This is an optimization exercise on Yosys and OpenROAD, whose aim is small area, not a production implementation.
The RTL was checked by simulation tests, not by an equivalence proof against the original design.

P:
==> flow/design.v (excerpt) <==
module aes_key_sched_ctrl
(
    input  logic         clk,
    input  logic         rst,
    input  logic         start,
    input  logic [1:0]   key_len,
    input  logic [255:0] key_in,
    output logic         busy,
    output logic         ready,
    output logic [3:0]   nr,
    output logic         err,
    input  logic         rk_req,
    input  logic [3:0]   rk_idx,
    output logic         rk_valid,
    output logic [127:0] rk_data
);
    logic [31:0]  ring [0:3][0:14];
    logic [3:0]   ph0;        
    logic [3:0]   ph1;        
    logic [5:0]   cnt;        
    logic [31:0]  w_prev;     
    logic [15:0]  sb_hi;      
    logic         start_ok;
    logic         start_keep;
    logic         busy_nxt, ready_nxt, err_nxt, valid_nxt;
    logic [3:0]   nr_nxt, ph0_nxt, ph1_nxt;
    logic [5:0]   cnt_nxt;
    logic [7:0]   rcon;       
    logic [14:0]  hot0;       
    logic [12:0]  hot1;       
    logic         rd_hold;
    logic         rb;         
    logic [3:0]   back_hot;
    logic [2:0]   temp_hot;
    logic [1:0]   sbi_hot;    
    logic [3:0]   prev_hot;
    logic [3:0][2:0] e_new;       
    logic [3:0][2:0] e_keep;      
    logic [3:0][2:0] e_keep_nc;   
    logic [31:0]  w_back;
    logic [31:0]  sub_out;
    logic [15:0]  sb_in;
    logic [15:0]  sb_out;
    logic [31:0]  sub_rot;
    logic [31:0]  w_new;
    logic [31:0]  prev_d;
    logic [31:0]  kw [0:7];
    logic [31:0]  ring_d [0:3][0:14];
    logic [31:0]  rd_or [0:3];
    logic [31:0]  rd_w [0:3];
    aes_ks_dec u_dec (
        .rst        (rst),
        .start      (start),
        .key_len    (key_len),
        .rk_req     (rk_req),
        .rk_idx     (rk_idx),
        .busy       (busy),
        .ready      (ready),
        .nr         (nr),
        .ph0        (ph0),
        .ph1        (ph1),
        .cnt        (cnt),
        .start_ok   (start_ok),
  ...
clock: 30.0 ns
lec_check: 0
cap_margin: 20
core_margin: 2
core_utilization: 40
cts_cluster_diameter: 150
cts_cluster_size: 27
place_density: 0.6
slew_margin: 20
synth_hierarchical: 1
buffer_ports_args: -buffer_cell sky130_fd_sc_hd__buf_1
standard.sh (not shown) runs the stock make flow with config.mk's settings and CLKGATE_MAP_FILE= SYNTH_SCRIPT=/design/flow/synth_recipe.tcl, a recipe that flattens the netlist after the stock synthesis.
==> flow/flow/run.sh <==
#!/bin/bash
# Standard layout (the standard.sh, unchanged synthesis and steps), with
# the port buffers made from the smallest buffer cell instead of the cell
# buffer_ports picks by default. Every port still gets its own buffer.
set -euo pipefail
echo 'export BUFFER_PORTS_ARGS = -buffer_cell sky130_fd_sc_hd__buf_1' >> config.mk
bash standard.sh > standard.log 2>&1
Every stage of the flow completed for P, and the final layout passed the timing, DRC and antenna checks.
> inputs changed (P -> Q)
# P
export LEC_CHECK = 0
export CAP_MARGIN = 20
export CORE_MARGIN = 2
export CORE_UTILIZATION = 40
export CTS_CLUSTER_DIAMETER = 150
export CTS_CLUSTER_SIZE = 27
export PLACE_DENSITY = 0.6
export SLEW_MARGIN = 20
export SYNTH_HIERARCHICAL = 1
export BUFFER_PORTS_ARGS = -buffer_cell sky130_fd_sc_hd__buf_1
create_clock -name core_clock -period 30.0 [get_ports {clk}]
# Q
export LEC_CHECK = 0
export CAP_MARGIN = 20
export CORE_MARGIN = 2
export CORE_UTILIZATION = 40
export CTS_BUF_LIST = sky130_fd_sc_hd__clkbuf_8
export CTS_CLUSTER_DIAMETER = 150
export CTS_CLUSTER_SIZE = 16
export PLACE_DENSITY = 0.6
export SLEW_MARGIN = 20
export SYNTH_HIERARCHICAL = 1
export BUFFER_PORTS_ARGS = -buffer_cell sky130_fd_sc_hd__buf_1
create_clock -name core_clock -period 30.0 [get_ports {clk}]
==> comparison <==
Q reached the end of the flow, and the finished layout is clean on the timing, DRC and antenna checks. Compared with P, Q degrades highest clock frequency the design can meet. Comparing P against Q, there is no change at all in number of antenna-violating nets in the routed design. Compared to P, Q has measured slew at the worst slew-check pin 0.0087 ns higher. Changes observed in Q relative to P: clock insertion delay at the later pin of the skew report now sits higher, design area now sits at about the same level. Cmp P and Q / arrival time reported for the critical path endpoint / higher: Q. Core utilization across P and Q: no real change. [Q vs P] part of the cycle the worst path needs: higher in Q. Final worst setup slack in Q vs P: down 0.22 ns.
What R does differently from Q at the input level:
# Q
export LEC_CHECK = 0
export CAP_MARGIN = 20
export CORE_MARGIN = 2
export CORE_UTILIZATION = 40
export CTS_BUF_LIST = sky130_fd_sc_hd__clkbuf_8
export CTS_CLUSTER_DIAMETER = 150
export CTS_CLUSTER_SIZE = 16
export PLACE_DENSITY = 0.6
export SLEW_MARGIN = 20
export SYNTH_HIERARCHICAL = 1
export BUFFER_PORTS_ARGS = -buffer_cell sky130_fd_sc_hd__buf_1
create_clock -name core_clock -period 30.0 [get_ports {clk}]
# R
export LEC_CHECK = 0
export CAP_MARGIN = 20
export CORE_MARGIN = 2
export CORE_UTILIZATION = 40
export CTS_CLUSTER_DIAMETER = 150
export CTS_CLUSTER_SIZE = 25
export PLACE_DENSITY = 0.6
export SLEW_MARGIN = 20
export SYNTH_HIERARCHICAL = 1
export BUFFER_PORTS_ARGS = -buffer_cell sky130_fd_sc_hd__buf_1
create_clock -name core_clock -period 30.0 [get_ports {clk}]
In terms of core utilization, Q and R differ only marginally.
Of R and Q, the lower final area belongs to Q.
Measured against each other, R and Q differ in transition time at the pin with the least slew margin, the higher figure coming from R.

-- separate check: timing with driven ports --
Ports are ideal in the flow. The routed layouts listed here were re-timed in OpenROAD. Step 1: set_driving_cell puts a clkbuf_16 on clk and a buf_2 on each other input, an assumption about the parent block. Step 2 also shifts input and output timing later by t, the mid clock arrival at the registers, as if the neighbouring blocks saw the same clock. Three values: ideal ports, drivers, drivers and shift; two values: the first two.
run | shift t [ns] | setup WS [ns] | hold WS [ns] | latest minus earliest clock arrival (ns) | pins driven straight from the clock port
P | 0.802 | 9.158 / 9.158 / 9.158 | 0.334 / 0.334 / 0.334 | 0.054 / 0.054 | 1
Q | 1.008 | 8.940 / 8.940 / 8.940 | 0.318 / 0.318 / 0.318 | 0.068 / 0.069 | 1
R | 0.797 | 9.023 / 9.023 / 9.023 | 0.326 / 0.326 / 0.326 | 0.047 / 0.047 | 1
After both steps every run listed still meets setup and hold.
